This design comes from an exercise in tuning for a short achievable clock period and few clock cycles on the open sky130 flow, not from production work. In this exercise RTL edits were held to simulation tests only and were not proved equivalent to the original. Power and IR drop assume default switching activity.

**flow/flow/run.sh**
```bash
#!/bin/bash
set -euo pipefail
MARGIN=$(cat flow/margin.txt)
bash standard.sh synth > synth.log 2>&1
bash standard.sh SETUP_SLACK_MARGIN=$MARGIN finish > layout.log 2>&1
```
**flow/constraint.sdc**
```tcl
create_clock -name core_clock -period 10.0 [get_ports {clock_i}]
set_input_delay 2.0000 -clock core_clock [delete_from_list [all_inputs] [get_ports {clock_i}]]
set_output_delay 2.0000 -clock core_clock [all_outputs]
set_load 0.01 [all_outputs]
```
**flow/config.mk**
```make
export PLATFORM = sky130hd
export DESIGN_NAME = cpu
export DESIGN_NICKNAME = cpu
export VERILOG_FILES = /design/flow/design.v
export SDC_FILE = /design/flow/constraint.sdc
export NUM_CORES = 4
export LEC_CHECK = 0
export CAP_MARGIN = 20
export CELL_PAD_IN_SITES_GLOBAL_PLACEMENT = 1
export CORE_MARGIN = 2
export CORE_UTILIZATION = 40
export PLACE_DENSITY = 0.5
export SETUP_SLACK_MARGIN = 5
export SLEW_MARGIN = 20
export SYNTH_HIERARCHICAL = 1
export SYNTH_MINIMUM_KEEP_SIZE = 0
```
**flow/standard.sh**
```bash
#!/bin/bash
# synth_recipe.tcl (not shown) runs the flow's synth.tcl, then flattens the netlist and writes it again
# the make line also repeats each setting of config.mk as NAME=value (left out here)
make -C /OpenROAD-flow-scripts/flow DESIGN_CONFIG=/design/flow/config.mk WORK_HOME=/design/flow/orfs CLKGATE_MAP_FILE= SYNTH_SCRIPT=/design/flow/synth_recipe.tcl "${@:-finish}"
```
**flow/flow/margin.txt**
```
7
```
**flow/design.v**
```verilog
package cpu_pkg;
	typedef enum logic [6:0] {
		opc_op     = 7'b0110011,
		opc_op_imm = 7'b0010011,
		opc_lui    = 7'b0110111,
		opc_load   = 7'b0000011,
		opc_store  = 7'b0100011,
		opc_branch = 7'b1100011,
		opc_jal    = 7'b1101111
	} opcode_e;
	typedef struct packed {
		logic add;
		logic sub;
		logic and_;
		logic or_;
		logic xor_;
		logic slt;
		logic sll;
		logic srl;
		logic pass_b;
	} alu_sel_t;
	typedef struct packed {
		alu_sel_t alu;
		logic     reg_write;   
		logic     is_load;
		logic     is_store;
		logic     is_branch;
		logic     branch_ne;
		logic     is_jump;
		logic     use_rs1;
		logic     use_rs2;
		logic     b_imm;       
	} ctrl_t;
endpackage
module decoder (
	input  logic [31:0]          inst_i,
	output cpu_pkg::ctrl_t       ctrl_o,
	output logic [32-1:0] imm_o,      
	output logic [32-1:0] imm_b_o,
	output logic [32-1:0] imm_j_o
);
	logic [6:0] opcode;
	logic [2:0] funct3;
	logic [6:0] funct7;
	logic is_op, is_opi, is_lui, is_load, is_store, is_br, is_jal;
	logic arith_bad, arith;
	logic rd_nz;
	cpu_pkg::alu_sel_t arith_sel;
	assign opcode = inst_i[6:0];
	assign funct3 = inst_i[14:12];
	assign funct7 = inst_i[31:25];
	assign rd_nz = inst_i[11:7] != 5'd0;
	assign is_op    = opcode == cpu_pkg::opc_op;
	assign is_opi   = opcode == cpu_pkg::opc_op_imm;
	assign is_lui   = opcode == cpu_pkg::opc_lui;
	assign is_load  = opcode == cpu_pkg::opc_load && funct3 == 3'b010;
	assign is_store = opcode == cpu_pkg::opc_store && funct3 == 3'b010;
	assign is_br    = opcode == cpu_pkg::opc_branch && funct3[2:1] == 2'b00;
	assign is_jal   = opcode == cpu_pkg::opc_jal;
	assign arith_bad = (funct3 == 3'b011) ||
		(is_op ?
			!(funct7 == 7'b0 || (funct7 == 7'b0100000 && funct3 == 3'b000)) :
			((funct3 == 3'b001 || funct3 == 3'b101) && funct7 != 7'b0));
	assign arith = (is_op || is_opi) && !arith_bad;
	always_comb begin
		arith_sel = '0;
		case (funct3)
			3'b000: begin
				arith_sel.sub = is_op && funct7[5];
				arith_sel.add = !(is_op && funct7[5]);
			end
			3'b001: arith_sel.sll = 1'b1;
			3'b010: arith_sel.slt = 1'b1;
			3'b100: arith_sel.xor_ = 1'b1;
			3'b101: arith_sel.srl = 1'b1;
			3'b110: arith_sel.or_ = 1'b1;
			3'b111: arith_sel.and_ = 1'b1;
			default: ;
		endcase
	end
	assign imm_b_o = {{(32-12){inst_i[31]}}, inst_i[7], inst_i[30:25], inst_i[11:8], 1'b0};
	assign imm_j_o = {{(32-20){inst_i[31]}}, inst_i[19:12], inst_i[20], inst_i[30:21], 1'b0};
	always_comb begin
		if (is_lui)
			imm_o = {inst_i[31:12], 12'b0};
		else if (is_store)
			imm_o = {{(32-12){inst_i[31]}}, inst_i[31:25], inst_i[11:7]};
		else
			imm_o = {{(32-12){inst_i[31]}}, inst_i[31:20]};
	end
	always_comb begin
		ctrl_o = '0;
		if (arith)
			ctrl_o.alu = arith_sel;
		ctrl_o.alu.add = (arith && arith_sel.add) || is_load || is_store;
		ctrl_o.alu.pass_b = is_lui || is_jal;
		ctrl_o.reg_write = (arith || is_lui || is_load || is_jal) && rd_nz;
		ctrl_o.is_load = is_load;
		ctrl_o.is_store = is_store;
		ctrl_o.is_branch = is_br;
		ctrl_o.branch_ne = funct3[0];
		ctrl_o.is_jump = is_jal;
		ctrl_o.use_rs1 = arith || is_load || is_store || is_br;
		ctrl_o.use_rs2 = (arith && is_op) || is_store || is_br;
		ctrl_o.b_imm = (arith && is_opi) || is_lui || is_load || is_store || is_jal;
	end
endmodule
module gpr (
	input  logic                 clock_i,
	input  logic                 rst_i,
	input  logic                 we_i,       
	input  logic [4:0]           waddr_i,
	input  logic [32-1:0] wdata_i,
	input  logic [32-1:0] rsel1_i,    
	input  logic [32-1:0] rsel2_i,
	output logic [32-1:0] rdata1_o,
	output logic [32-1:0] rdata2_o
);
	logic [32-1:0] regs [1:32-1];
	always_ff @(posedge clock_i) begin
		if (rst_i) begin
			for (int i = 1; i < 32; i++)
				regs[i] <= '0;
		end else if (we_i) begin
			regs[waddr_i] <= wdata_i;
		end
	end
	always_comb begin
		rdata1_o = '0;
		rdata2_o = '0;
		for (int i = 1; i < 32; i++) begin
			rdata1_o = rdata1_o | ({32{rsel1_i[i]}} & regs[i]);
			rdata2_o = rdata2_o | ({32{rsel2_i[i]}} & regs[i]);
		end
	end
endmodule
module alu (
	input  cpu_pkg::alu_sel_t    sel_i,
	input  logic [32-1:0] a_i,
	input  logic [32-1:0] b_i,
	input  logic [4:0]           shamt_i,    
	output logic [32-1:0] sum_o,
	output logic [32-1:0] dif_o,
	output logic [32-1:0] other_o,    
	output logic                 less_o,     
	output logic                 eq_o
);
	localparam int W = 32;
	function automatic logic [W-1:0] ks_add(input logic [W-1:0] a,
			input logic [W-1:0] b, input logic cin);
		logic [W-1:0] p, g, pp, gg, c;
		p = a ^ b;
		g = a & b;
		g[0] = g[0] | (p[0] & cin);
		pp = p;
		gg = g;
		for (int d = 1; d < W; d = d * 2) begin
			for (int i = W - 1; i >= d; i--) begin
				gg[i] = gg[i] | (pp[i] & gg[i-d]);
				pp[i] = pp[i] & pp[i-d];
			end
		end
		c = {gg[W-2:0], cin};
		ks_add = p ^ c;
	endfunction
	function automatic logic lt_tree(input logic [W-1:0] a, input logic [W-1:0] b);
		logic [W-1:0] lt, eq;
		lt = ~a & b;
		eq = ~(a ^ b);
		lt[W-1] = a[W-1] & ~b[W-1];
		for (int d = 1; d < W; d = d * 2) begin
			for (int i = 0; i + d < W; i += 2 * d) begin
				lt[i] = lt[i+d] | (eq[i+d] & lt[i]);
				eq[i] = eq[i+d] & eq[i];
			end
		end
		lt_tree = lt[0];
	endfunction
	logic [W-1:0] sll, srl;
	assign sum_o = ks_add(a_i, b_i, 1'b0);
	assign dif_o = ks_add(a_i, ~b_i, 1'b1);
	assign less_o = lt_tree(a_i, b_i);
	assign sll = a_i << shamt_i;
	assign srl = a_i >> shamt_i;
	assign other_o =
		({W{sel_i.and_}}   & (a_i & b_i)) |
		({W{sel_i.or_}}    & (a_i | b_i)) |
		({W{sel_i.xor_}}   & (a_i ^ b_i)) |
		({W{sel_i.sll}}    & sll) |
		({W{sel_i.srl}}    & srl) |
		({W{sel_i.pass_b}} & b_i);
	assign eq_o = a_i == b_i;
endmodule
module addr_gen (
	input  logic [31:0]          inst_i,
	input  logic [32-1:0] pc_i,
	output logic                 jal_o,      
	output logic                 br_o,       
	output logic                 isbr_o,     
	output logic [32-1:0] tgt_j_o,    
	output logic [32-1:0] tgt_b_o     
);
	localparam int W = 32;
	function automatic logic [W-1:0] ks_add(input logic [W-1:0] a, input logic [W-1:0] b);
		logic [W-1:0] p, g, pp, gg;
		p = a ^ b;
		g = a & b;
		pp = p;
		gg = g;
		for (int d = 1; d < W; d = d * 2) begin
			for (int i = W - 1; i >= d; i--) begin
				gg[i] = gg[i] | (pp[i] & gg[i-d]);
				pp[i] = pp[i] & pp[i-d];
			end
		end
		ks_add = p ^ {gg[W-2:0], 1'b0};
	endfunction
	logic is_br, same;
	logic [W-1:0] imm_b, imm_j;
	assign jal_o = inst_i[6:0] == 7'b1101111;
	assign is_br = inst_i[6:0] == 7'b1100011 && inst_i[14:13] == 2'b00;
	assign same = inst_i[19:15] == inst_i[24:20];
	assign br_o = is_br && (same ? !inst_i[12] : (inst_i[12] || inst_i[31]));
	assign isbr_o = is_br;
	assign imm_b = {{(W-12){inst_i[31]}}, inst_i[7], inst_i[30:25], inst_i[11:8], 1'b0};
	assign imm_j = {{(W-20){inst_i[31]}}, inst_i[19:12], inst_i[20], inst_i[30:21], 1'b0};
	assign tgt_b_o = ks_add(pc_i, imm_b);
	assign tgt_j_o = ks_add(pc_i, imm_j);
endmodule
module hazard (
	input  logic [4:0] rs1_i,
	input  logic [4:0] rs2_i,
	input  logic [4:0] ex_rd_i,
	input  logic       ex_we_i,      
	input  logic       ex_is_load_i,
	input  logic [4:0] mem_rd_i,
	input  logic       mem_we_i,
	output logic       ex_hit1_o,    
	output logic       ex_hit2_o,
	output logic       mem_hit1_o,   
	output logic       mem_hit2_o,
	output logic       sd_late_o     
);
	assign ex_hit1_o = ex_we_i && ex_rd_i == rs1_i;
	assign ex_hit2_o = ex_we_i && ex_rd_i == rs2_i;
	assign mem_hit1_o = mem_we_i && mem_rd_i == rs1_i;
	assign mem_hit2_o = mem_we_i && mem_rd_i == rs2_i;
	assign sd_late_o = ex_is_load_i && ex_hit2_o;
endmodule
module cpu (
	input  logic                 clock_i,
	input  logic                 rst_i,
	input  logic [31:0]          inst_i,
	input  logic [32-1:0] load_data_i,
	output logic [32-1:0] pc_o,
	output logic [32-1:0] address_o,
	output logic [32-1:0] store_data_o,
	output logic                 mem_load_o,
	output logic                 mem_store_o
);
	logic [32-1:0] pc, pc4, npc, npc_other, if_tgt_j, if_tgt_b;
	logic                 if_jal, if_br, if_taken, if_keep, if_br_h, if_isbr;
	logic                 d_valid;
	logic [32-1:0] d_pc4, d_tgt_b;
	logic [31:0]          d_inst;
	logic                 d_pred, d_early;
	logic [32-1:0] d_rsel1, d_rsel2;
	logic                 if_early, if_stall, d_stall, if_rs1, if_rs2;
	cpu_pkg::ctrl_t       id_ctrl;
	logic [32-1:0] id_imm, id_imm_b, id_imm_j, id_rdata1, id_rdata2;
	logic [32-1:0] id_e1, id_e2, id_eb;
	logic [4:0]           id_rs1, id_rs2, id_rd, id_esh;
	logic                 stall;
	logic                 ex_hit1, ex_hit2, mem_hit1, mem_hit2, sd_late, id_hitb;
	logic                 id_early, id_zero, id_taken, id_mis;
	cpu_pkg::ctrl_t       e_ctrl;
	logic [32-1:0] e_a, e_b, e_sd, e_alt;
	logic [4:0]           e_rd, e_shamt;
	logic                 e_pred, e_sd_late;
	logic [32-1:0] alu_sum, alu_dif, alu_other, alu_result;
	logic                 alu_eq, alu_less, e_taken, e_mispredict;
	logic                 m_mis;
	logic [32-1:0] m_alt;
	logic [32-1:0] m_result, m_sd, m_value, m_addr;
	logic [4:0]           m_rd;
	logic                 m_we, m_load, m_store, m_ldw;
	addr_gen addr_gen_i (
		.inst_i(inst_i),
		.pc_i(pc),
		.jal_o(if_jal),
		.br_o(if_br_h),
		.isbr_o(if_isbr),
		.tgt_j_o(if_tgt_j),
		.tgt_b_o(if_tgt_b)
	);
	assign pc4 = pc + 32'(4);
	always_comb begin
		if (m_mis)
			npc_other = m_alt;
		else if (id_mis)
			npc_other = d_pred ? d_pc4 : d_tgt_b;
		else if (stall)
			npc_other = pc;
		else
			npc_other = pc4;
	end
	assign if_keep = !m_mis && !id_mis && !stall;
	assign if_br = if_br_h;
	assign if_taken = if_jal || if_br;
	assign npc = ({32{if_keep && if_jal}} & if_tgt_j) |
		({32{if_keep && if_br}} & if_tgt_b) |
		({32{!(if_keep && if_taken)}} & npc_other);
	always_ff @(posedge clock_i) begin
		if (rst_i)
			pc <= 32'h0000_0000;
		else
			pc <= npc;
	end
	assign pc_o = pc;
	assign if_rs1 = inst_i[6:0] == 7'b0110011 || inst_i[6:0] == 7'b0010011 ||
		inst_i[6:0] == 7'b0000011 || inst_i[6:0] == 7'b0100011 || inst_i[6:0] == 7'b1100011;
	assign if_rs2 = inst_i[6:0] == 7'b0110011 || inst_i[6:0] == 7'b1100011;
	assign if_stall = d_valid && id_ctrl.is_load && id_ctrl.reg_write &&
		((if_rs1 && inst_i[19:15] == id_rd) || (if_rs2 && inst_i[24:20] == id_rd));
	assign stall = d_valid && d_stall;
	always_ff @(posedge clock_i) begin
		d_early <= !stall ? if_early : 1'b0;  
		d_stall <= !stall && if_stall;        
	end
	always_ff @(posedge clock_i) begin
		if (rst_i || m_mis || id_mis)
			d_valid <= 1'b0;
		else if (!stall)
			d_valid <= 1'b1;
	end
	always_ff @(posedge clock_i) begin
		if (!stall) begin
			d_rsel1 <= 32'(1) << inst_i[19:15];
			d_rsel2 <= 32'(1) << inst_i[24:20];
			d_pc4 <= pc4;
			d_tgt_b <= if_tgt_b;
			d_inst <= inst_i;
			d_pred <= if_taken;
		end
	end
	assign id_rs1 = d_inst[19:15];
	assign id_rs2 = d_inst[24:20];
	assign id_rd = d_inst[11:7];
	decoder decoder_i (
		.inst_i(d_inst),
		.ctrl_o(id_ctrl),
		.imm_o(id_imm),
		.imm_b_o(id_imm_b),
		.imm_j_o(id_imm_j)
	);
	gpr gpr_i (
		.clock_i(clock_i),
		.rst_i(rst_i),
		.we_i(m_we),
		.waddr_i(m_rd),
		.wdata_i(m_value),
		.rsel1_i(d_rsel1),
		.rsel2_i(d_rsel2),
		.rdata1_o(id_rdata1),
		.rdata2_o(id_rdata2)
	);
	hazard hazard_i (
		.rs1_i(id_rs1),
		.rs2_i(id_rs2),
		.ex_rd_i(e_rd),
		.ex_we_i(e_ctrl.reg_write),
		.ex_is_load_i(e_ctrl.is_load),
		.mem_rd_i(m_rd),
		.mem_we_i(m_we),
		.ex_hit1_o(ex_hit1),
		.ex_hit2_o(ex_hit2),
		.mem_hit1_o(mem_hit1),
		.mem_hit2_o(mem_hit2),
		.sd_late_o(sd_late)
	);
	function automatic logic [32-1:0] fwd(input logic hit,
			input logic [32-1:0] early);
		logic s_sum, s_dif, s_slt, s_oth;
		s_sum = hit && e_ctrl.alu.add;
		s_dif = hit && e_ctrl.alu.sub;
		s_slt = hit && e_ctrl.alu.slt;
		s_oth = hit && !e_ctrl.alu.add && !e_ctrl.alu.sub && !e_ctrl.alu.slt;
		fwd = ({32{s_sum}} & alu_sum) |
			({32{s_dif}} & alu_dif) |
			{{(32-1){1'b0}}, s_slt && alu_less} |
			({32{s_oth}} & alu_other) |
			({32{!hit}} & early);
	endfunction
	assign id_e1 = mem_hit1 ? m_value : id_rdata1;
	assign id_e2 = mem_hit2 ? m_value : id_rdata2;
	assign id_eb = id_ctrl.is_jump ? d_pc4 : id_ctrl.b_imm ? id_imm : id_e2;
	assign id_esh = id_ctrl.b_imm ? id_imm[4:0] : id_e2[4:0];
	assign id_hitb = ex_hit2 && !id_ctrl.b_imm;
	assign if_early = inst_i[6:0] == 7'b1100011 && inst_i[14:13] == 2'b00 &&
		inst_i[24:20] == 5'd0 && inst_i[19:15] == id_rd && d_valid &&
		id_ctrl.reg_write && id_ctrl.alu.add && !id_ctrl.is_load;
	assign id_early = d_valid && d_early;
	assign id_zero = (e_a ^ e_b) == {e_a[32-2:0] | e_b[32-2:0], 1'b0};
	assign id_taken = id_zero ^ id_ctrl.branch_ne;
	assign id_mis = id_early && (id_taken != d_pred);
	always_ff @(posedge clock_i) begin
		if (rst_i || m_mis || stall || !d_valid)
			e_ctrl <= '0;  
		else
			e_ctrl <= id_ctrl;
	end
	always_ff @(posedge clock_i) begin
		e_a <= fwd(ex_hit1, id_e1);
		e_b <= fwd(id_hitb, id_eb);
		e_shamt <= fwd(id_hitb, {27'b0, id_esh});  
		e_sd <= fwd(ex_hit2, id_e2);
		e_sd_late <= sd_late;
		e_rd <= id_rd;
		e_pred <= id_early ? id_taken : d_pred;
		e_alt <= (id_early ? id_taken : d_pred) ? d_pc4 : d_tgt_b;
	end
	alu alu_i (
		.sel_i(e_ctrl.alu),
		.a_i(e_a),
		.b_i(e_b),
		.shamt_i(e_shamt),
		.sum_o(alu_sum),
		.dif_o(alu_dif),
		.other_o(alu_other),
		.less_o(alu_less),
		.eq_o(alu_eq)
	);
	assign alu_result = ({32{e_ctrl.alu.add}} & alu_sum) |
		({32{e_ctrl.alu.sub}} & alu_dif) |
		{{(32-1){1'b0}}, e_ctrl.alu.slt && alu_less} | alu_other;
	assign e_taken = e_ctrl.is_branch && (alu_eq ^ e_ctrl.branch_ne);
	assign e_mispredict = e_ctrl.is_branch && (e_taken ^ e_pred) && !m_mis;
	always_ff @(posedge clock_i) begin
		if (rst_i)
			m_mis <= 1'b0;
		else
			m_mis <= e_mispredict;
		m_alt <= e_alt;
	end
	always_ff @(posedge clock_i) begin
		if (rst_i) begin
			m_we <= 1'b0;
			m_load <= 1'b0;
			m_ldw <= 1'b0;
			m_store <= 1'b0;
		end else begin
			m_we <= e_ctrl.reg_write && !m_mis;
			m_load <= e_ctrl.is_load && !m_mis;
			m_ldw <= e_ctrl.is_load && e_ctrl.reg_write && !m_mis;  
			m_store <= e_ctrl.is_store && !m_mis;
		end
	end
	always_ff @(posedge clock_i) begin
		m_result <= alu_result;
		m_addr <= alu_sum;  
		m_sd <= e_sd_late ? load_data_i : e_sd;
		m_rd <= e_rd;
	end
	assign address_o = m_addr;
	assign store_data_o = m_sd;
	assign mem_load_o = m_load;
	assign mem_store_o = m_store;
	assign m_value = m_ldw ? load_data_i : m_result;
endmodule
```
==> metrics.cfg, run 1 <==
[cells_and_area]
layout.nets=8289
post_route_cells_drive_above_1_share=0.3069
flow.area_growth_from_synthesis_pct=30.84
ff_latch_area_um2=41500
multi_input_gate_area_in_the_final_layout_um2=42030
layout.filler_cells=17360

[timing]
fin_tns_setup_ns=0
worst_pin_slew_ns=1.223
fin_crit_ns=3.669
finalHoldViolCount=0
setup_viol=0
post-route-period-util=0.3669
finalMaxSlewViolations=0
slew_headroom=0.1825
setup_repair_after_global_routing_missed_its_margin=true
fmaxAchievable_mhz=272.6
final_skew_ns=0.03926

[grt]
grt_start_max_net_pins=77
globalRoute.totalOverflow=0
grt_first_pass_wirelength_mm=552.4
grt_pass1_vias=65300
antenna_found_initial=51
global_route_usage_over_all_layers=0.3885

[pwr]
powerDensity_nw_per_um2=169.7
static-leakage-power_nw=39.14
worst_ir_drop_vdd_uv=183.6
total_power_mw=17.80

[worst_setup_path]
critical_path.cell_chain=buf_12 -> buf_8 -> a22oi_1 -> nand4_1 -> or4_4 -> o21ai_4 -> nor2_1 -> a21oi_1 -> o21ai_1 -> nand2_1 -> o21ai_1
timing.critical_path.mode_cell=sky130_fd_sc_hd__o21ai_1
timing.critical_path.buf_inv=2
critPathKind=reg -> reg
critical-path-max-stage-delay_ns=0.85
setup.worst_path.end_class=flip-flop
worstPathArrival_ns=4.38
crit_family=simple AND/OR/NAND/NOR gates
required_ns=10.71
cpMaxStageDelayCell=sky130_fd_sc_hd__or4_4
timing.critical_path.fanout_max=7
r2r-start=d_rsel2[30]
cp-startpoint=d_rsel2[30]
cp-start-kind=flip-flop

[clock_network]
number_of_cts_inserted_buffers=173
cts.sink_count=1478
clock-root-buffer=sky130_fd_sc_hd__clkbuf_16
clock_insertion_delay_worst_skew_ns=0.85
clock_pin_slew_on_the_worst_setup_and_hold_paths_ns=0.06
htree_num_levels=4
clock_buffer_depth=3
tritoncts=yes
cts-hold-fix-buffers=0

[routing]
first_pass_iters=10
avgViaCountPerCell=6.370
routedWlPerCell_um=37.89
wl_mm=409.9
drc_errors=0
via_count=68920
drt_iter0_drc=9926
route.antenna.remaining_nets=0

[floorplan]
ioPinCount=164
die_h_um=451.8
die_area_um2=204100
floorplan.core_area_um2=199500
initial_utilization=0.4021
die_w_um=451.8
rows=164

[synth]
syn_area_per_cell_um2=10.90
synthesis.instances=7357
synth_fp_nets=7637
ys_warn_count=11
syn-cell-area_um2=80190

[placed_design]
detailed_placement_hpwl_mm=249.1
routability_congestion_estimate_from_global_placement=0.9614
port-buffer-count=163

[min_path]
timing.hold.worst.start=e_alt[3]
holdCritPathClass=reg -> reg

[run]
cap_violations=0

[status]
status=finished clean

[flip-flops by register name (all words and copies together) (netlist names), 5 cells and up]
signal and cells:
d_inst 32, d_pc4 32, d_rsel1 31, d_rsel2 31, d_tgt_b 32, e_a 32, e_alt 32, e_b 32
e_ctrl 14, e_rd 5, e_sd 32, e_shamt 5, gpr_i.regs 992, m_addr 32, m_alt 32, m_rd 5
m_result 32, m_sd 32, pc 32
[area by class of cell]
class / instances / area share
clock buffer: 231 / 0.04531
sequential: 1478 / 0.3956
multi-input combinational: 5063 / 0.4006
timing repair inverter: 1 / 0.00007155
clock inverter: 85 / 0.007191
inverter: 240 / 0.009456
tap: 2656 / 0.03167
timing repair buffer: 1052 / 0.1098
antenna: 13 / 0.0003100
[through the flow]
step	cells	utilization	cell area [um^2]	setup WS, ns	hold WS (ns)
5_1_grt	10810	0.5259	104900	6.333	0.3244
4_1_cts	10640	0.5101	101700	6.508	0.3120
3_5_place_dp	9720	0.4253	84830	4.688	0.3121
3_3_place_gp	9719	0.4253	84820	4.651	0.3100
2_1_floorplan	7357	-	81510	6.022	0.3096
6_report	10820	0.5261	104900	6.331	0.3163
[power by group]
| part | switching (mW) | internal (mW) | leakage (nW) | total (mW) |
|---|---|---|---|---|
| registers | 0.264 | 6.95 | 14.9 | 7.22 |
| logic | 2.48 | 1.78 | 21.6 | 4.26 |
| clock network | 2.75 | 3.57 | 2.68 | 6.33 |
| total | 5.50 | 12.3 | 39.1 | 17.8 |
[per-layer routing]
metal,wire [um],GRT usage,vias up,part of all wire
met5,261,0.002099,-,0.00064
met4,23440,0.1848,30,0.057
met3,47920,0.1162,811,0.12
met2,171400,0.5591,4057,0.42
met1,166900,0.5325,34970,0.41
li1,-,-,29050,-
[cell usage in the layout, fill, tap and decap left out, types with 36 or more instances in the layout]
master / count
sky130_fd_sc_hd__a21o_1: 37
sky130_fd_sc_hd__a21oi_1: 113
sky130_fd_sc_hd__a21oi_2: 56
sky130_fd_sc_hd__a21oi_4: 36
sky130_fd_sc_hd__a221o_1: 73
sky130_fd_sc_hd__a221oi_2: 64
sky130_fd_sc_hd__a222oi_1: 92
sky130_fd_sc_hd__a22o_1: 51
sky130_fd_sc_hd__a22oi_1: 768
sky130_fd_sc_hd__a22oi_2: 53
sky130_fd_sc_hd__and2_1: 1015
sky130_fd_sc_hd__buf_12: 135
sky130_fd_sc_hd__buf_4: 590
sky130_fd_sc_hd__buf_6: 196
sky130_fd_sc_hd__clkbuf_1: 44
sky130_fd_sc_hd__clkbuf_16: 192
sky130_fd_sc_hd__clkinv_1: 38
sky130_fd_sc_hd__dfxtp_1: 179
sky130_fd_sc_hd__dfxtp_2: 65
sky130_fd_sc_hd__dfxtp_4: 83
sky130_fd_sc_hd__edfxtp_1: 1151
sky130_fd_sc_hd__ha_1: 122
sky130_fd_sc_hd__ha_4: 81
sky130_fd_sc_hd__inv_1: 189
sky130_fd_sc_hd__mux2_2: 66
sky130_fd_sc_hd__mux2i_1: 150
sky130_fd_sc_hd__mux2i_2: 39
sky130_fd_sc_hd__nand2_1: 305
sky130_fd_sc_hd__nand3_1: 160
sky130_fd_sc_hd__nand4_1: 163
sky130_fd_sc_hd__nor2_1: 238
sky130_fd_sc_hd__nor2_4: 73
sky130_fd_sc_hd__o21ai_0: 150
sky130_fd_sc_hd__o21ai_1: 75
sky130_fd_sc_hd__o21ai_2: 44
sky130_fd_sc_hd__o21ai_4: 38
sky130_fd_sc_hd__or2_4: 62
sky130_fd_sc_hd__or4_1: 37
sky130_fd_sc_hd__xnor2_1: 104
sky130_fd_sc_hd__xor2_1: 72
[final timing paths]
check	to	slack, ns	depth (start not counted)
worst max register to register	e_b[20]	6.33	11
worst min-delay path	m_alt[3]	0.32	0
worst min register to register	m_alt[3]	0.32	0
worst max-delay path	e_b[20]	6.33	11
[repair_timing]
action	CTS	global route
pin swaps	421	296
gates resized for setup	1857	386
cloned	86	12
endpoints found under the hold margin	0	0
setup buffers	521	151
endpoints found under the setup margin	2360	1083
Testbench counts, summed over its fixed seeds: cycles 18,272.
==> inputs of run 2 (changes only) <==
--- a/flow/design.v
+++ b/flow/design.v
@@ -114,9 +114,11 @@
 	input  logic [32-1:0] rsel1_i,    
 	input  logic [32-1:0] rsel2_i,
 	output logic [32-1:0] rdata1_o,
-	output logic [32-1:0] rdata2_o
+	output logic [32-1:0] rdata2_o,
+	output logic [32-1:0] one_o       
 );
 	logic [32-1:0] regs [1:32-1];
+	logic [32-1:1] one;
 	always_ff @(posedge clock_i) begin
 		if (rst_i) begin
 			for (int i = 1; i < 32; i++)
@@ -125,6 +127,13 @@
 			regs[waddr_i] <= wdata_i;
 		end
 	end
+	always_ff @(posedge clock_i) begin
+		if (rst_i)
+			one <= '0;
+		else if (we_i)
+			one[waddr_i] <= wdata_i == 32'(1);
+	end
+	assign one_o = {one, 1'b0};
 	always_comb begin
 		rdata1_o = '0;
 		rdata2_o = '0;
@@ -259,7 +268,9 @@
 	output logic                 mem_store_o
 );
 	logic [32-1:0] pc, pc4, npc, npc_other, if_tgt_j, if_tgt_b;
-	logic                 if_jal, if_br, if_taken, if_keep, if_br_h, if_isbr;
+	logic                 if_jal, if_br, if_taken, if_keep, if_br_h, if_isbr, if_match, if_one;
+	logic                 d_once;
+	logic [32-1:0] gpr_one;
 	logic                 d_valid;
 	logic [32-1:0] d_pc4, d_tgt_b;
 	logic [31:0]          d_inst;
@@ -281,9 +292,9 @@
 	logic                 alu_eq, alu_less, e_taken, e_mispredict;
 	logic                 m_mis;
 	logic [32-1:0] m_alt;
-	logic [32-1:0] m_result, m_sd, m_value, m_addr;
+	logic [32-1:0] m_result, m_sd, m_value;
 	logic [4:0]           m_rd;
-	logic                 m_we, m_load, m_store, m_ldw;
+	logic                 m_we, m_load, m_store;
 	addr_gen addr_gen_i (
 		.inst_i(inst_i),
 		.pc_i(pc),
@@ -305,7 +316,11 @@
 			npc_other = pc4;
 	end
 	assign if_keep = !m_mis && !id_mis && !stall;
-	assign if_br = if_br_h;
+	assign if_one = |(d_rsel1 & gpr_one);
+	assign d_once = d_valid && d_inst[6:0] == 7'b0010011 && d_inst[14:12] == 3'b000 &&
+		d_inst[31:20] == 12'hFFF && id_rd != 5'd0 && !ex_hit1 && !mem_hit1;
+	assign if_match = d_once && inst_i[24:20] == 5'd0 && inst_i[19:15] == id_rd;
+	assign if_br = if_match ? (if_isbr && (if_one ^ inst_i[12])) : if_br_h;
 	assign if_taken = if_jal || if_br;
 	assign npc = ({32{if_keep && if_jal}} & if_tgt_j) |
 		({32{if_keep && if_br}} & if_tgt_b) |
@@ -362,7 +377,8 @@
 		.rsel1_i(d_rsel1),
 		.rsel2_i(d_rsel2),
 		.rdata1_o(id_rdata1),
-		.rdata2_o(id_rdata2)
+		.rdata2_o(id_rdata2),
+		.one_o(gpr_one)
 	);
 	hazard hazard_i (
 		.rs1_i(id_rs1),
@@ -446,24 +462,21 @@
 		if (rst_i) begin
 			m_we <= 1'b0;
 			m_load <= 1'b0;
-			m_ldw <= 1'b0;
 			m_store <= 1'b0;
 		end else begin
 			m_we <= e_ctrl.reg_write && !m_mis;
 			m_load <= e_ctrl.is_load && !m_mis;
-			m_ldw <= e_ctrl.is_load && e_ctrl.reg_write && !m_mis;  
 			m_store <= e_ctrl.is_store && !m_mis;
 		end
 	end
 	always_ff @(posedge clock_i) begin
 		m_result <= alu_result;
-		m_addr <= alu_sum;  
 		m_sd <= e_sd_late ? load_data_i : e_sd;
 		m_rd <= e_rd;
 	end
-	assign address_o = m_addr;
+	assign address_o = m_result;
 	assign store_data_o = m_sd;
 	assign mem_load_o = m_load;
 	assign mem_store_o = m_store;
-	assign m_value = m_ldw ? load_data_i : m_result;
+	assign m_value = m_load ? load_data_i : m_result;
 endmodule
==> metrics.cfg, run 2 <==
[timing]
fin_crit_ns=3.474  ; -0.1948 ns
fin_tns_setup_ns=0  ; unchanged
setup_repair_after_global_routing_missed_its_margin=true
final_skew_ns=0.04944  ; +0.01018 ns
finalHoldViolCount=0  ; unchanged
fmaxAchievable_mhz=287.9  ; +5.6%
slew_headroom=0.08049  ; -0.1020
worst_pin_slew_ns=1.379  ; +0.1567 ns
finalMaxSlewViolations=0  ; unchanged
setup_viol=0  ; unchanged
post-route-period-util=0.3474  ; -0.01948

[worst_setup_path]
critical_path.cell_chain=buf_12 -> buf_16 -> buf_4 -> a22o_1 -> a221oi_1 -> nand3_1 -> or4_4 -> o21ai_4 -> o21ai_2 -> o211ai_1 -> o21ai_1
cp-startpoint=d_rsel2[19]
cpMaxStageDelayCell=sky130_fd_sc_hd__o211ai_1
timing.critical_path.fanout_max=9  ; +2
crit_family=compound AO/OA/AOI/OAI gates
worstPathArrival_ns=4.19  ; -0.19 ns
required_ns=10.72  ; about the same
setup.worst_path.end_class=flip-flop
timing.critical_path.buf_inv=3  ; +1
timing.rr.end=e_b[15]
critical-path-max-stage-delay_ns=0.62  ; -0.23 ns
cp-start-kind=flip-flop
rrSetupSlack_ns=6.53  ; +0.19 ns
worstSetupPathDepth=11  ; unchanged
critPathKind=reg -> reg
timing.reg2reg.worst_path_depth=11  ; unchanged
setup.worst_path.end=e_b[15]
r2r-start=d_rsel2[19]

[pwr]
sw_frac_of_total=0.3136  ; +0.004652
netSwitchingPower_mw=5.601  ; +1.8%
powerDensity_nw_per_um2=161.4  ; -4.9%
static-leakage-power_nw=41.41  ; +5.8%
clock_power_share=0.370  ; +0.015
total_power_mw=17.86  ; +0.34%
worst_ir_drop_vdd_uv=209.4  ; +14%
power_report.internal_total_mw=12.26  ; -0.34%
share_seq_of_total_power=0.400  ; -0.005
combinationalPowerShare=0.230  ; -0.009

[routing]
top_layer=met5
route.met3.wl_mm=89.91  ; +88%
drc_errors=0  ; unchanged
drt_iter0_drc=16710  ; +68%
routedWlPerCell_um=46.26  ; +22%
route.antenna.remaining_nets=0  ; unchanged
wl_mm=526.3  ; +28%
routed_length_on_met2_mm=198.5  ; +16%
avgViaCountPerCell=7.207  ; +13%
via_count=81980  ; +19%
routed_metal_1_wirelength_mm=194.3  ; +16%
first_pass_iters=17  ; +7

[grt]
grt_pass1_vias=74850  ; +15%
antenna_found_initial=72  ; +41%
global_route_usage_over_all_layers=0.4810  ; +0.09242
globalRoute.totalOverflow=0  ; unchanged
grt_first_pass_wirelength_mm=684.5  ; +24%
grt_start_max_net_pins=92  ; +19%

[placed_design]
routability_congestion_estimate_from_global_placement=0.9456  ; -1.6%
placed_area_um2=88540  ; +4.4%
port-buffer-count=163  ; unchanged
dpl.cell_count=10120  ; +4.1%
detailed_placement_hpwl_mm=292.7  ; +17%

[run]
cap_violations=0  ; unchanged

[clock_network]
clock_insertion_delay_worst_skew_ns=0.90  ; +0.05 ns
cts.sink_count=1477  ; -0.068%
tritoncts=yes
clock_buffer_depth=3  ; unchanged
clock-root-buffer=sky130_fd_sc_hd__clkbuf_16
number_of_cts_inserted_buffers=175  ; +1.2%
clock_pin_slew_on_the_worst_setup_and_hold_paths_ns=0.06  ; about the same
htree_num_levels=4  ; unchanged
cts-hold-fix-buffers=0  ; unchanged

[floorplan]
ioPinCount=164  ; unchanged
die_w_um=459.5  ; +1.7%
initial_utilization=0.4016  ; -0.0004170
die_area_um2=211200  ; +3.5%
rows=167  ; +1.8%
floorplan.core_area_um2=206700  ; +3.6%
die_h_um=459.5  ; +1.7%

[synth]
synthesis.instances=7648  ; +4.0%
synth_fp_nets=7941  ; +4.0%
ys_warn_count=11  ; unchanged
syn-cell-area_um2=83000  ; +3.5%
syn_area_per_cell_um2=10.85  ; -0.44%

[cells_and_area]
flow.area_growth_from_synthesis_pct=33.32
instances_no_fill=11380  ; +5.1%
mostFrequentLayoutCells=sky130_fd_sc_hd__edfxtp_1 (1152), sky130_fd_sc_hd__and2_1 (1017), sky130_fd_sc_hd__a22oi_1 (697), sky130_fd_sc_hd__buf_4 (659), sky130_fd_sc_hd__nand2_1 (301)
largest_register_ffs=992  ; unchanged
layout.filler_cells=17870  ; +3.0%
ff_latch_area_um2=41550  ; +0.11%
post_route_cells_drive_above_1_share=0.3151  ; +0.008202
layout.cells.most_common=sky130_fd_sc_hd__edfxtp_1
finalInstanceArea_um2=110700  ; +5.5%
top_reg_by_flops=gpr_i.regs
multi_input_gate_area_in_the_final_layout_um2=44270  ; +5.3%
layout.nets=8744  ; +5.5%

[min_path]
holdCritPathClass=reg -> reg

[status]
status=finished clean

-- run 2: worst min-delay path by stage --
stage / cells past startpoint / endpoint / slack (ns) / from
floorplan: 0 / m_alt[0] / 0.31 / e_alt[0]
global placement: 0 / m_alt[28] / 0.31 / e_alt[28]
detailed placement: 0 / m_alt[14] / 0.31 / e_alt[14]
CTS: 0 / m_alt[11] / 0.32 / e_alt[11]
global route: 0 / m_alt[11] / 0.32 / e_alt[11]
finish: 0 / m_alt[11] / 0.31 / e_alt[11]
-- run 2: metrics by stage --
step,hold WS [ns],setup WS [ns],utilization
final,0.3102,6.526,0.5355
after global routing,0.3192,6.404,0.5348
after CTS,0.3196,6.516,0.5185
after detailed placement,0.3132,4.269,0.4285
after global placement,0.3095,4.330,0.4282
after floorplan,0.3096,5.966,-
-- run 2: layout make-up --
cell class                 instances  share of cell area
multi-input combinational       5284              0.4000
sequential                      1477              0.3755
timing repair buffer            1256              0.1292
clock buffer                     233             0.04330
tap                             2704             0.03057
inverter                         246             0.01037
clock inverter                    91            0.008672
antenna                           74            0.001673
timing repair inverter            11           0.0007010
-- run 2: power by group through the flow --
stage	Clock, mW	Sequential [mW]	Combinational [mW]
after floorplan	0	7.15	1.61
after global placement	0	7.32	2.59
after detailed placement	0	7.32	2.59
after CTS	6.58	7.15	3.54
after global routing	6.82	7.16	4.19
final	6.60	7.15	4.11
-- run 2: per-layer routing --
metal	vias to the layer above	global-route usage
li1	30880	-
met1	40680	0.6301
met2	8210	0.6256
met3	2161	0.2319
met4	49	0.2970
met5	-	0.02158
-- run 2: repair_timing --
| item | in CTS | in global routing |
|---|---|---|
| resized for setup | 2152 | 429 |
| setup endpoints to repair | 2099 | 786 |
| hold endpoints to repair | 0 | 0 |
| gates cloned | 65 | 11 |
| setup buffers | 649 | 138 |
| pin swaps | 355 | 234 |
Testbench counts of run 2, summed over its fixed seeds: cycles 18,069.
==> inputs of run 3 (changes only) <==
--- a/flow/config.mk
+++ b/flow/config.mk
@@ -6,6 +6,7 @@
 export NUM_CORES = 4
 export LEC_CHECK = 0
 export CAP_MARGIN = 20
+export CELL_PAD_IN_SITES_DETAIL_PLACEMENT = 1
 export CELL_PAD_IN_SITES_GLOBAL_PLACEMENT = 1
 export CORE_MARGIN = 2
 export CORE_UTILIZATION = 40
==> metrics.cfg, run 3 <==
[cells_and_area]
post_route_cells_drive_above_1_share=0.3201  ; +0.005057
largest_register_ffs=992  ; unchanged
multi_input_gate_area_in_the_final_layout_um2=44450  ; +0.42%
ff_latch_area_um2=41540  ; about the same
layout.nets=8761  ; +0.19%
finalInstanceArea_um2=110900  ; +0.21%
layout.filler_cells=20880  ; +17%
final_util=0.5366  ; +0.001132
layout.cells.most_common=sky130_fd_sc_hd__edfxtp_1
top_reg_by_flops=gpr_i.regs
flow.area_growth_from_synthesis_pct=33.61
mostFrequentLayoutCells=sky130_fd_sc_hd__edfxtp_1 (1152), sky130_fd_sc_hd__and2_1 (1017), sky130_fd_sc_hd__a22oi_1 (699), sky130_fd_sc_hd__buf_4 (687), sky130_fd_sc_hd__nand2_1 (297)

[pwr]
worst_ir_drop_vdd_uv=203.9  ; -2.6%
powerDensity_nw_per_um2=160.5  ; -0.56%
static-leakage-power_nw=41.49  ; +0.19%

[routing]
routedWlPerCell_um=47.46  ; +2.6%
first_pass_iters=12  ; -5
drc_errors=0  ; unchanged
drt_iter0_drc=16600  ; -0.65%
via_count=83760  ; +2.2%
wl_mm=540.5  ; +2.7%
route.antenna.remaining_nets=1  ; +1
avgViaCountPerCell=7.353  ; +2.0%

[worst_setup_path]
required_ns=10.71  ; about the same
r2r-start=d_rsel2[17]
rrSetupSlack_ns=6.48  ; -0.04 ns
worstPathArrival_ns=4.23  ; +0.04 ns
timing.rr.end=e_b[15]
timing.critical_path.fanout_max=9  ; unchanged
timing.reg2reg.worst_path_depth=11  ; unchanged
setup.worst_path.end_class=flip-flop
cp-start-kind=flip-flop
critPathKind=reg -> reg

[timing]
slew_headroom=0.07839  ; -0.002104
fin_tns_setup_ns=0  ; unchanged
finalHoldViolCount=0  ; unchanged
worst_pin_slew_ns=1.382  ; +0.003156 ns
finalMaxSlewViolations=0  ; unchanged
post-route-period-util=0.3516  ; +0.004221
fmaxAchievable_mhz=284.4  ; -1.2%
setup_viol=0  ; unchanged
fin_crit_ns=3.516  ; +0.04221 ns
final_skew_ns=0.07054  ; +0.02110 ns
setup_repair_after_global_routing_missed_its_margin=true

[floorplan]
floorplan.core_area_um2=206700  ; unchanged
die_area_um2=211200  ; unchanged
ioPinCount=164  ; unchanged
initial_utilization=0.4016  ; unchanged
rows=167  ; unchanged
die_w_um=459.5  ; unchanged
die_h_um=459.5  ; unchanged

[clock_network]
cts.sink_count=1477  ; unchanged
clock_pin_slew_on_the_worst_setup_and_hold_paths_ns=0.06  ; about the same
htree_num_levels=4  ; unchanged
clock_insertion_delay_worst_skew_ns=0.91  ; about the same
number_of_cts_inserted_buffers=173  ; -1.1%
tritoncts=yes
clock-root-buffer=sky130_fd_sc_hd__clkbuf_16
clock_buffer_depth=3  ; unchanged

[synth]
syn_area_per_cell_um2=10.85  ; unchanged
synthesis.instances=7648  ; unchanged
syn-cell-area_um2=83000  ; unchanged
synth_fp_nets=7941  ; unchanged
ys_warn_count=11  ; unchanged

[grt]
globalRoute.totalOverflow=0  ; unchanged
grt_pass1_vias=78300  ; +4.6%
global_route_usage_over_all_layers=0.4918  ; +0.01086
grt_first_pass_wirelength_mm=703.2  ; +2.7%
antenna_found_initial=64  ; -11%
grt_start_max_net_pins=92  ; unchanged

[min_path]
timing.hold.worst.start=e_alt[23]
hold_path_depth=0  ; unchanged
hold_path_end=m_alt[23]
holdCritPathClass=reg -> reg

[status]
checkFailReasons=antenna violations
status=complete, but fails checks

[placed_design]
detailed_placement_hpwl_mm=300.6  ; +2.7%
placed_area_um2=88540  ; unchanged
routability_congestion_estimate_from_global_placement=0.9456  ; unchanged
port-buffer-count=163  ; unchanged

[run]
cap_violations=0  ; unchanged

run 3: metal layers:
layer / track usage / share of wire / wire length [um]
met1: 0.6484 / 0.37 / 198500
met5: 0.003674 / 0.00098 / 530
met3: 0.2121 / 0.16 / 89040
met2: 0.6514 / 0.38 / 207900
met4: 0.3124 / 0.082 / 44590
run 3: through the flow:
step                cells  setup slack (ns)  hold slack [ns]  total power, mW
finish              11390             6.484           0.3233            17.80
global route        11330             6.464           0.3279            18.06
global placement    10110             4.330           0.3095            9.916
CTS                 11170             6.544           0.3246            17.20
floorplan            7648             5.966           0.3096            8.765
detailed placement  10120             4.229           0.3132            9.948
run 3: worst max-delay path by stage:
stage                     from            end  slack, ns
2_1_floorplan        inst_i[2]         pc[20]       5.97
3_3_place_gp   load_data_i[16]  gpr_i.one[27]       4.33
3_5_place_dp   load_data_i[16]  gpr_i.one[16]       4.23
4_1_cts                 pc[16]       pc_o[16]       6.54
5_1_grt                m_rd[1]  gpr_i.one[18]       6.46
6_report           d_rsel2[17]        e_b[15]       6.48
run 3: final cells by class:
type                            instances  share of cell area
Multi-Input combinational cell       5284              0.4008
Sequential cell                      1477              0.3746
Timing Repair Buffer                 1274              0.1307
Clock buffer                          233             0.04283
Tap cell                             2704             0.03051
Inverter                              246             0.01054
Clock inverter                         83            0.007503
Antenna cell                           77            0.001738
Timing Repair inverter                 12           0.0007108
run 3: timing repair:
item                                   in CTS  in global routing
pin swaps                                 335                208
gates cloned                               75                  8
setup endpoints to repair                2110                798
setup buffers                             664                135
endpoints found under the hold margin       0                  0
gates resized for setup                  2224                409
hold buffers                                0                  0
run 3: power breakdown:
part           leakage (nW)  switching, mW  internal, mW
Combinational          23.9           2.48          1.65
Clock                  2.72           2.91          3.61
Sequential             14.9          0.281          6.88
Total                  41.5           5.67          12.1
run 3: worst max-delay path, cell delays in order (launching register included):
cell                       delay (ns)
sky130_fd_sc_hd__edfxtp_1        0.39
sky130_fd_sc_hd__buf_6           0.16
sky130_fd_sc_hd__buf_16          0.16
sky130_fd_sc_hd__buf_16          0.20
sky130_fd_sc_hd__a22o_1          0.25
sky130_fd_sc_hd__a221oi_2        0.19
sky130_fd_sc_hd__nand3_1         0.11
sky130_fd_sc_hd__or4_4           0.64
sky130_fd_sc_hd__o21ai_4         0.29
sky130_fd_sc_hd__o21ai_2         0.08
sky130_fd_sc_hd__o211ai_1        0.60
sky130_fd_sc_hd__o21ai_1         0.19
==> inputs of run 4 (changes only) <==
--- a/flow/design.v
+++ b/flow/design.v
@@ -114,11 +114,9 @@
 	input  logic [32-1:0] rsel1_i,    
 	input  logic [32-1:0] rsel2_i,
 	output logic [32-1:0] rdata1_o,
-	output logic [32-1:0] rdata2_o,
-	output logic [32-1:0] one_o       
+	output logic [32-1:0] rdata2_o
 );
 	logic [32-1:0] regs [1:32-1];
-	logic [32-1:1] one;
 	always_ff @(posedge clock_i) begin
 		if (rst_i) begin
 			for (int i = 1; i < 32; i++)
@@ -127,13 +125,6 @@
 			regs[waddr_i] <= wdata_i;
 		end
 	end
-	always_ff @(posedge clock_i) begin
-		if (rst_i)
-			one <= '0;
-		else if (we_i)
-			one[waddr_i] <= wdata_i == 32'(1);
-	end
-	assign one_o = {one, 1'b0};
 	always_comb begin
 		rdata1_o = '0;
 		rdata2_o = '0;
@@ -205,7 +196,6 @@
 	input  logic [32-1:0] pc_i,
 	output logic                 jal_o,      
 	output logic                 br_o,       
-	output logic                 isbr_o,     
 	output logic [32-1:0] tgt_j_o,    
 	output logic [32-1:0] tgt_b_o     
 );
@@ -230,15 +220,20 @@
 	assign is_br = inst_i[6:0] == 7'b1100011 && inst_i[14:13] == 2'b00;
 	assign same = inst_i[19:15] == inst_i[24:20];
 	assign br_o = is_br && (same ? !inst_i[12] : (inst_i[12] || inst_i[31]));
-	assign isbr_o = is_br;
 	assign imm_b = {{(W-12){inst_i[31]}}, inst_i[7], inst_i[30:25], inst_i[11:8], 1'b0};
 	assign imm_j = {{(W-20){inst_i[31]}}, inst_i[19:12], inst_i[20], inst_i[30:21], 1'b0};
 	assign tgt_b_o = ks_add(pc_i, imm_b);
 	assign tgt_j_o = ks_add(pc_i, imm_j);
 endmodule
 module hazard (
+	input  logic       valid_i,      
 	input  logic [4:0] rs1_i,
 	input  logic [4:0] rs2_i,
+	input  logic       use_rs1_i,
+	input  logic       use_rs2_i,
+	input  logic       ex_ld_i,      
+	input  logic       store_i,      
+	input  logic       branch_i,
 	input  logic [4:0] ex_rd_i,
 	input  logic       ex_we_i,      
 	input  logic       ex_is_load_i,
@@ -248,13 +243,20 @@
 	output logic       ex_hit2_o,
 	output logic       mem_hit1_o,   
 	output logic       mem_hit2_o,
-	output logic       sd_late_o     
+	output logic       sd_late_o,    
+	output logic       ld1_o,        
+	output logic       ld2_o,
+	output logic       stall_o
 );
 	assign ex_hit1_o = ex_we_i && ex_rd_i == rs1_i;
 	assign ex_hit2_o = ex_we_i && ex_rd_i == rs2_i;
 	assign mem_hit1_o = mem_we_i && mem_rd_i == rs1_i;
 	assign mem_hit2_o = mem_we_i && mem_rd_i == rs2_i;
 	assign sd_late_o = ex_is_load_i && ex_hit2_o;
+	assign ld1_o = ex_is_load_i && ex_hit1_o && !branch_i;
+	assign ld2_o = ex_is_load_i && ex_hit2_o && !store_i && !branch_i;
+	assign stall_o = valid_i && (ex_ld_i || (ex_is_load_i && branch_i)) &&
+		((use_rs1_i && ex_hit1_o) || (use_rs2_i && ex_hit2_o));
 endmodule
 module cpu (
 	input  logic                 clock_i,
@@ -268,30 +270,27 @@
 	output logic                 mem_store_o
 );
 	logic [32-1:0] pc, pc4, npc, npc_other, if_tgt_j, if_tgt_b;
-	logic                 if_jal, if_br, if_taken, if_keep, if_br_h, if_isbr, if_match, if_one;
-	logic                 d_once;
-	logic [32-1:0] gpr_one;
+	logic                 if_jal, if_br, if_taken, if_keep;
 	logic                 d_valid;
 	logic [32-1:0] d_pc4, d_tgt_b;
 	logic [31:0]          d_inst;
 	logic                 d_pred, d_early;
 	logic [32-1:0] d_rsel1, d_rsel2;
-	logic                 if_early, if_stall, d_stall, if_rs1, if_rs2;
+	logic                 if_early;
 	cpu_pkg::ctrl_t       id_ctrl;
 	logic [32-1:0] id_imm, id_imm_b, id_imm_j, id_rdata1, id_rdata2;
 	logic [32-1:0] id_e1, id_e2, id_eb;
 	logic [4:0]           id_rs1, id_rs2, id_rd, id_esh;
-	logic                 stall;
-	logic                 ex_hit1, ex_hit2, mem_hit1, mem_hit2, sd_late, id_hitb;
+	logic                 ex_hit1, ex_hit2, mem_hit1, mem_hit2, sd_late, id_hitb, ld1, ld2, stall;
 	logic                 id_early, id_zero, id_taken, id_mis;
 	cpu_pkg::ctrl_t       e_ctrl;
 	logic [32-1:0] e_a, e_b, e_sd, e_alt;
 	logic [4:0]           e_rd, e_shamt;
-	logic                 e_pred, e_sd_late;
+	logic                 e_pred, e_sd_late, e_lda, e_ldb, e_ld;
 	logic [32-1:0] alu_sum, alu_dif, alu_other, alu_result;
-	logic                 alu_eq, alu_less, e_taken, e_mispredict;
-	logic                 m_mis;
-	logic [32-1:0] m_alt;
+	logic [32-1:0] ld_a, ld_b, ld_sum, ld_dif, ld_other, ld_result;
+	logic [4:0]           ld_shamt;
+	logic                 alu_eq, alu_less, ld_eq, ld_less, e_taken, e_mispredict;
 	logic [32-1:0] m_result, m_sd, m_value;
 	logic [4:0]           m_rd;
 	logic                 m_we, m_load, m_store;
@@ -299,15 +298,14 @@
 		.inst_i(inst_i),
 		.pc_i(pc),
 		.jal_o(if_jal),
-		.br_o(if_br_h),
-		.isbr_o(if_isbr),
+		.br_o(if_br),
 		.tgt_j_o(if_tgt_j),
 		.tgt_b_o(if_tgt_b)
 	);
 	assign pc4 = pc + 32'(4);
 	always_comb begin
-		if (m_mis)
-			npc_other = m_alt;
+		if (e_mispredict)
+			npc_other = e_alt;
 		else if (id_mis)
 			npc_other = d_pred ? d_pc4 : d_tgt_b;
 		else if (stall)
@@ -315,12 +313,7 @@
 		else
 			npc_other = pc4;
 	end
-	assign if_keep = !m_mis && !id_mis && !stall;
-	assign if_one = |(d_rsel1 & gpr_one);
-	assign d_once = d_valid && d_inst[6:0] == 7'b0010011 && d_inst[14:12] == 3'b000 &&
-		d_inst[31:20] == 12'hFFF && id_rd != 5'd0 && !ex_hit1 && !mem_hit1;
-	assign if_match = d_once && inst_i[24:20] == 5'd0 && inst_i[19:15] == id_rd;
-	assign if_br = if_match ? (if_isbr && (if_one ^ inst_i[12])) : if_br_h;
+	assign if_keep = !e_mispredict && !id_mis && !stall;
 	assign if_taken = if_jal || if_br;
 	assign npc = ({32{if_keep && if_jal}} & if_tgt_j) |
 		({32{if_keep && if_br}} & if_tgt_b) |
@@ -332,18 +325,11 @@
 			pc <= npc;
 	end
 	assign pc_o = pc;
-	assign if_rs1 = inst_i[6:0] == 7'b0110011 || inst_i[6:0] == 7'b0010011 ||
-		inst_i[6:0] == 7'b0000011 || inst_i[6:0] == 7'b0100011 || inst_i[6:0] == 7'b1100011;
-	assign if_rs2 = inst_i[6:0] == 7'b0110011 || inst_i[6:0] == 7'b1100011;
-	assign if_stall = d_valid && id_ctrl.is_load && id_ctrl.reg_write &&
-		((if_rs1 && inst_i[19:15] == id_rd) || (if_rs2 && inst_i[24:20] == id_rd));
-	assign stall = d_valid && d_stall;
 	always_ff @(posedge clock_i) begin
 		d_early <= !stall ? if_early : 1'b0;  
-		d_stall <= !stall && if_stall;        
 	end
 	always_ff @(posedge clock_i) begin
-		if (rst_i || m_mis || id_mis)
+		if (rst_i || e_mispredict || id_mis)
 			d_valid <= 1'b0;
 		else if (!stall)
 			d_valid <= 1'b1;
@@ -377,12 +363,17 @@
 		.rsel1_i(d_rsel1),
 		.rsel2_i(d_rsel2),
 		.rdata1_o(id_rdata1),
-		.rdata2_o(id_rdata2),
-		.one_o(gpr_one)
+		.rdata2_o(id_rdata2)
 	);
 	hazard hazard_i (
+		.valid_i(d_valid),
 		.rs1_i(id_rs1),
 		.rs2_i(id_rs2),
+		.use_rs1_i(id_ctrl.use_rs1),
+		.use_rs2_i(id_ctrl.use_rs2),
+		.ex_ld_i(e_ld),
+		.store_i(id_ctrl.is_store),
+		.branch_i(id_ctrl.is_branch),
 		.ex_rd_i(e_rd),
 		.ex_we_i(e_ctrl.reg_write),
 		.ex_is_load_i(e_ctrl.is_load),
@@ -392,7 +383,10 @@
 		.ex_hit2_o(ex_hit2),
 		.mem_hit1_o(mem_hit1),
 		.mem_hit2_o(mem_hit2),
-		.sd_late_o(sd_late)
+		.sd_late_o(sd_late),
+		.ld1_o(ld1),
+		.ld2_o(ld2),
+		.stall_o(stall)
 	);
 	function automatic logic [32-1:0] fwd(input logic hit,
 			input logic [32-1:0] early);
@@ -414,13 +408,14 @@
 	assign id_hitb = ex_hit2 && !id_ctrl.b_imm;
 	assign if_early = inst_i[6:0] == 7'b1100011 && inst_i[14:13] == 2'b00 &&
 		inst_i[24:20] == 5'd0 && inst_i[19:15] == id_rd && d_valid &&
-		id_ctrl.reg_write && id_ctrl.alu.add && !id_ctrl.is_load;
+		id_ctrl.reg_write && id_ctrl.alu.add && !id_ctrl.is_load &&
+		!(ld1 || (ld2 && !id_ctrl.b_imm));
 	assign id_early = d_valid && d_early;
 	assign id_zero = (e_a ^ e_b) == {e_a[32-2:0] | e_b[32-2:0], 1'b0};
 	assign id_taken = id_zero ^ id_ctrl.branch_ne;
 	assign id_mis = id_early && (id_taken != d_pred);
 	always_ff @(posedge clock_i) begin
-		if (rst_i || m_mis || stall || !d_valid)
+		if (rst_i || e_mispredict || stall || !d_valid)
 			e_ctrl <= '0;  
 		else
 			e_ctrl <= id_ctrl;
@@ -431,6 +426,9 @@
 		e_shamt <= fwd(id_hitb, {27'b0, id_esh});  
 		e_sd <= fwd(ex_hit2, id_e2);
 		e_sd_late <= sd_late;
+		e_lda <= ld1;
+		e_ldb <= ld2 && !id_ctrl.b_imm;
+		e_ld <= ld1 || (ld2 && !id_ctrl.b_imm);
 		e_rd <= id_rd;
 		e_pred <= id_early ? id_taken : d_pred;
 		e_alt <= (id_early ? id_taken : d_pred) ? d_pc4 : d_tgt_b;
@@ -446,27 +444,38 @@
 		.less_o(alu_less),
 		.eq_o(alu_eq)
 	);
-	assign alu_result = ({32{e_ctrl.alu.add}} & alu_sum) |
+	assign ld_a = e_lda ? load_data_i : e_a;
+	assign ld_b = e_ldb ? load_data_i : e_b;
+	assign ld_shamt = e_ldb ? load_data_i[4:0] : e_shamt;
+	alu alu_ld_i (
+		.sel_i(e_ctrl.alu),
+		.a_i(ld_a),
+		.b_i(ld_b),
+		.shamt_i(ld_shamt),
+		.sum_o(ld_sum),
+		.dif_o(ld_dif),
+		.other_o(ld_other),
+		.less_o(ld_less),
+		.eq_o(ld_eq)
+	);
+	assign ld_result = ({32{e_ctrl.alu.add}} & ld_sum) |
+		({32{e_ctrl.alu.sub}} & ld_dif) |
+		{{(32-1){1'b0}}, e_ctrl.alu.slt && ld_less} | ld_other;
+	assign alu_result = e_ld ? ld_result :
+		({32{e_ctrl.alu.add}} & alu_sum) |
 		({32{e_ctrl.alu.sub}} & alu_dif) |
 		{{(32-1){1'b0}}, e_ctrl.alu.slt && alu_less} | alu_other;
 	assign e_taken = e_ctrl.is_branch && (alu_eq ^ e_ctrl.branch_ne);
-	assign e_mispredict = e_ctrl.is_branch && (e_taken ^ e_pred) && !m_mis;
-	always_ff @(posedge clock_i) begin
-		if (rst_i)
-			m_mis <= 1'b0;
-		else
-			m_mis <= e_mispredict;
-		m_alt <= e_alt;
-	end
+	assign e_mispredict = e_ctrl.is_branch && (e_taken ^ e_pred);
 	always_ff @(posedge clock_i) begin
 		if (rst_i) begin
 			m_we <= 1'b0;
 			m_load <= 1'b0;
 			m_store <= 1'b0;
 		end else begin
-			m_we <= e_ctrl.reg_write && !m_mis;
-			m_load <= e_ctrl.is_load && !m_mis;
-			m_store <= e_ctrl.is_store && !m_mis;
+			m_we <= e_ctrl.reg_write;
+			m_load <= e_ctrl.is_load;
+			m_store <= e_ctrl.is_store;
 		end
 	end
 	always_ff @(posedge clock_i) begin
--- a/flow/config.mk
+++ b/flow/config.mk
@@ -7,10 +7,10 @@
 export LEC_CHECK = 0
 export CAP_MARGIN = 20
 export CELL_PAD_IN_SITES_DETAIL_PLACEMENT = 1
-export CELL_PAD_IN_SITES_GLOBAL_PLACEMENT = 1
+export CELL_PAD_IN_SITES_GLOBAL_PLACEMENT = 2
 export CORE_MARGIN = 2
-export CORE_UTILIZATION = 40
-export PLACE_DENSITY = 0.5
+export CORE_UTILIZATION = 30
+export PLACE_DENSITY = 0.45
 export SETUP_SLACK_MARGIN = 5
 export SLEW_MARGIN = 20
 export SYNTH_HIERARCHICAL = 1
==> metrics.cfg, run 4 <==
[status]
status=finished clean

[placed_design]
detailed_placement_hpwl_mm=347.7  ; +16%
routability_congestion_estimate_from_global_placement=0.9073  ; -4.1%
port-buffer-count=163  ; unchanged
pre_cts_ws_ns=3.695  ; -0.5338 ns

[timing]
fin_tns_setup_ns=0  ; unchanged
setup_viol=0  ; unchanged
fmaxAchievable_mhz=250.9  ; -12%
worst_pin_slew_ns=1.201  ; -0.1814 ns
final_skew_ns=0.09966  ; +0.02912 ns
post-route-period-util=0.3985  ; +0.04689
finalHoldViolCount=0  ; unchanged
setup_repair_after_global_routing_missed_its_margin=true
fin_crit_ns=3.985  ; +0.4689 ns
fin_worst_hold_slack_ns=0.3908  ; +0.06753 ns
post-route-worst-setup-slack_ns=6.015  ; -0.4689 ns
finalMaxSlewViolations=0  ; unchanged
slew_headroom=0.1835  ; +0.1051

[cells_and_area]
layout.filler_cells=31390  ; +50%
ff_latch_area_um2=40320  ; -2.9%
top_reg_by_flops=gpr_i.regs
multi_input_gate_area_in_the_final_layout_um2=54840  ; +23%
layout.nets=10190  ; +16%
layout.cells.most_common=sky130_fd_sc_hd__edfxtp_1
largest_register_ffs=992  ; unchanged
post_route_cells_drive_above_1_share=0.3764  ; +0.05624
flow.area_growth_from_synthesis_pct=40.70
final_util=0.4238  ; -0.1129
mostFrequentLayoutCells=sky130_fd_sc_hd__edfxtp_1 (1151), sky130_fd_sc_hd__and2_1 (977), sky130_fd_sc_hd__buf_4 (850), sky130_fd_sc_hd__a22oi_1 (763), sky130_fd_sc_hd__nand2_1 (385)

[routing]
drc_errors=0  ; unchanged
first_pass_iters=8  ; -4
drt_iter0_drc=11170  ; -33%
via_count=84020  ; +0.32%
route.antenna.remaining_nets=0  ; -1
wl_mm=554.9  ; +2.7%
avgViaCountPerCell=6.050  ; -18%
routedWlPerCell_um=39.95  ; -16%

[worst_setup_path]
timing.reg2reg.worst_path_depth=14  ; +3
timing.rr.end=pc[3]
r2r-start=e_b[15]
worstPathArrival_ns=4.71  ; +0.48 ns
timing.critical_path.fanout_max=4  ; -5
setup.worst_path.end_class=flip-flop
required_ns=10.73  ; +0.02 ns
critPathKind=in -> reg
cp-start-kind=input port
rrSetupSlack_ns=6.25  ; -0.23 ns

[synth]
syn-cell-area_um2=89230  ; +7.5%
synth_fp_nets=9120  ; +15%
syn_area_per_cell_um2=10.25  ; -5.5%
ys_warn_count=11  ; unchanged
synthesis.instances=8703  ; +14%

[grt]
grt_first_pass_wirelength_mm=731.7  ; +4.1%
globalRoute.totalOverflow=0  ; unchanged
grt_start_max_net_pins=75  ; -18%
global_route_usage_over_all_layers=0.3515  ; -0.1404
antenna_found_initial=78  ; +22%
grt_pass1_vias=82230  ; +5.0%

[floorplan]
rows=200  ; +20%
initial_utilization=0.3012  ; -0.1005
die_w_um=549.4  ; +20%
die_area_um2=301800  ; +43%
ioPinCount=164  ; unchanged
floorplan.core_area_um2=296300  ; +43%
die_h_um=549.4  ; +20%

[pwr]
share_seq_of_total_power=0.343  ; -0.059
clock_power_share=0.325  ; -0.041
worst_ir_drop_vdd_uv=114.5  ; -44%
static-leakage-power_nw=47.23  ; +14%
power_report.internal_total_mw=13.01  ; +7.3%
powerDensity_nw_per_um2=159.0  ; -0.97%
combinationalPowerShare=0.332  ; +0.100
netSwitchingPower_mw=6.946  ; +22%
sw_frac_of_total=0.3481  ; +0.02949
total_power_mw=19.96  ; +12%

[clock_network]
number_of_cts_inserted_buffers=184  ; +6.4%
htree_num_levels=4  ; unchanged
cts.sink_count=1414  ; -4.3%
tritoncts=yes
clock_buffer_depth=4  ; +1
clock_pin_slew_on_the_worst_setup_and_hold_paths_ns=0.06  ; about the same
clock_insertion_delay_worst_skew_ns=0.91  ; about the same
clock-root-buffer=sky130_fd_sc_hd__clkbuf_16

[run]
cap_violations=0  ; unchanged

[min_path]
hold_path_end=m_rd[2]
holdCritPathClass=reg -> reg
timing.hold.worst.start=e_rd[2]
hold_path_depth=0  ; unchanged

run 4: routing by layer:
metal,global-route usage,vias up,wire [um]
li1,-,34970,-
met1,0.4937,44060,240000
met2,0.5293,4227,238600
met3,0.08001,744,52900
met4,0.1165,20,23160
met5,0,-,136
run 4: repair_timing:
action | CTS | global route
pin swaps | 511 | 352
resized for setup | 2879 | 629
gates cloned | 88 | 23
buffers inserted | 843 | 241
setup endpoints to repair | 2379 | 1643
hold buffers | 0 | 0
run 4: final cells by class:
cell class	count	share of cell area
multi-input cells	6227	0.4368
flip-flops and latches	1414	0.3212
repair buffers	1579	0.1445
well taps	3939	0.03925
clock buffers	235	0.03901
inverters	367	0.01252
clock inverters	96	0.005650
repair inverters	3	0.0006079
diodes	28	0.0005581
run 4: worst max path at each step:
stage / start / to / slack (ns) / cells after the start
2_1_floorplan: load_data_i[8] / m_result[30] / 5.56 / 14
3_3_place_gp: load_data_i[7] / m_result[27] / 3.67 / 14
3_5_place_dp: load_data_i[5] / m_result[27] / 3.70 / 14
4_1_cts: load_data_i[1] / m_result[29] / 6.11 / 14
5_1_grt: load_data_i[9] / m_result[30] / 5.93 / 15
6_report: load_data_i[9] / m_result[30] / 6.02 / 15
run 4: critical path, stage by stage:
cell                       delay [ns]
sky130_fd_sc_hd__buf_12          0.10
sky130_fd_sc_hd__nand2_4         0.05
sky130_fd_sc_hd__o21ai_4         0.09
sky130_fd_sc_hd__inv_4           0.07
sky130_fd_sc_hd__ha_4            0.26
sky130_fd_sc_hd__or4_4           0.55
sky130_fd_sc_hd__or4_4           0.44
sky130_fd_sc_hd__nor2_4          0.12
sky130_fd_sc_hd__buf_12          0.14
sky130_fd_sc_hd__o21ai_2         0.08
sky130_fd_sc_hd__a31oi_2         0.21
sky130_fd_sc_hd__o22ai_2         0.11
sky130_fd_sc_hd__xnor2_1         0.16
sky130_fd_sc_hd__a221oi_2        0.25
sky130_fd_sc_hd__nor2_1          0.07
run 4: power by group through the flow:
stage | combinational, mW | clock (mW) | sequential (mW)
final | 6.62 | 6.50 | 6.84
after CTS | 6.02 | 6.58 | 6.83
after floorplan | 2.59 | 0 | 6.88
after global placement | 4.20 | 0 | 7.01
after detailed placement | 4.19 | 0 | 7.02
after global routing | 6.85 | 6.77 | 6.86
run 4: through the flow:
step	std cells	cell area, um^2
floorplan	8703	91280
global placement	12330	96350
detailed placement	12330	96370
CTS	13600	120000
global route	13870	125500
finish	13890	125600
Testbench counts of run 4, summed over its fixed seeds: cycles 18,100.

## separate check: timing with driven ports
How much do the figures lean on ideal ports? The routed layouts below were timed once more, with nothing changed but the port constraints.
Step 1 sets driving cells, clkbuf_16 on the clock port and buf_2 on the other inputs (assumed; they add their load-dependent delay and slew).
Step 2 moves the port delays by t, midway between the first and last clock arrival at a register: inputs arrive t later, outputs are due t later. That takes back most of the time a late clock gives input paths.
a / b / c = ideal ports / drivers / drivers and shift; a / b = the first two.
run	shift t [ns]	setup slack, ns	hold slack, ns	clock arrival spread, ns	worst slew at a driven data input, ns
run 1	0.917	6.331 / 6.331 / 5.590	0.316 / 0.316 / 0.316	0.040 / 0.041	0.07
run 2	0.972	6.526 / 6.481 / 5.615	0.310 / 0.310 / 0.310	0.060 / 0.060	0.07
run 3	0.981	6.484 / 6.461 / 5.611	0.323 / 0.323 / 0.323	0.072 / 0.072	0.06
run 4	0.963	6.015 / 6.040 / 5.078	0.391 / 0.391 / 0.391	0.099 / 0.099	0.51
The setup slack of run 4, which loses most, moves by +0.025 ns with the drivers and by -0.937 ns with both steps.
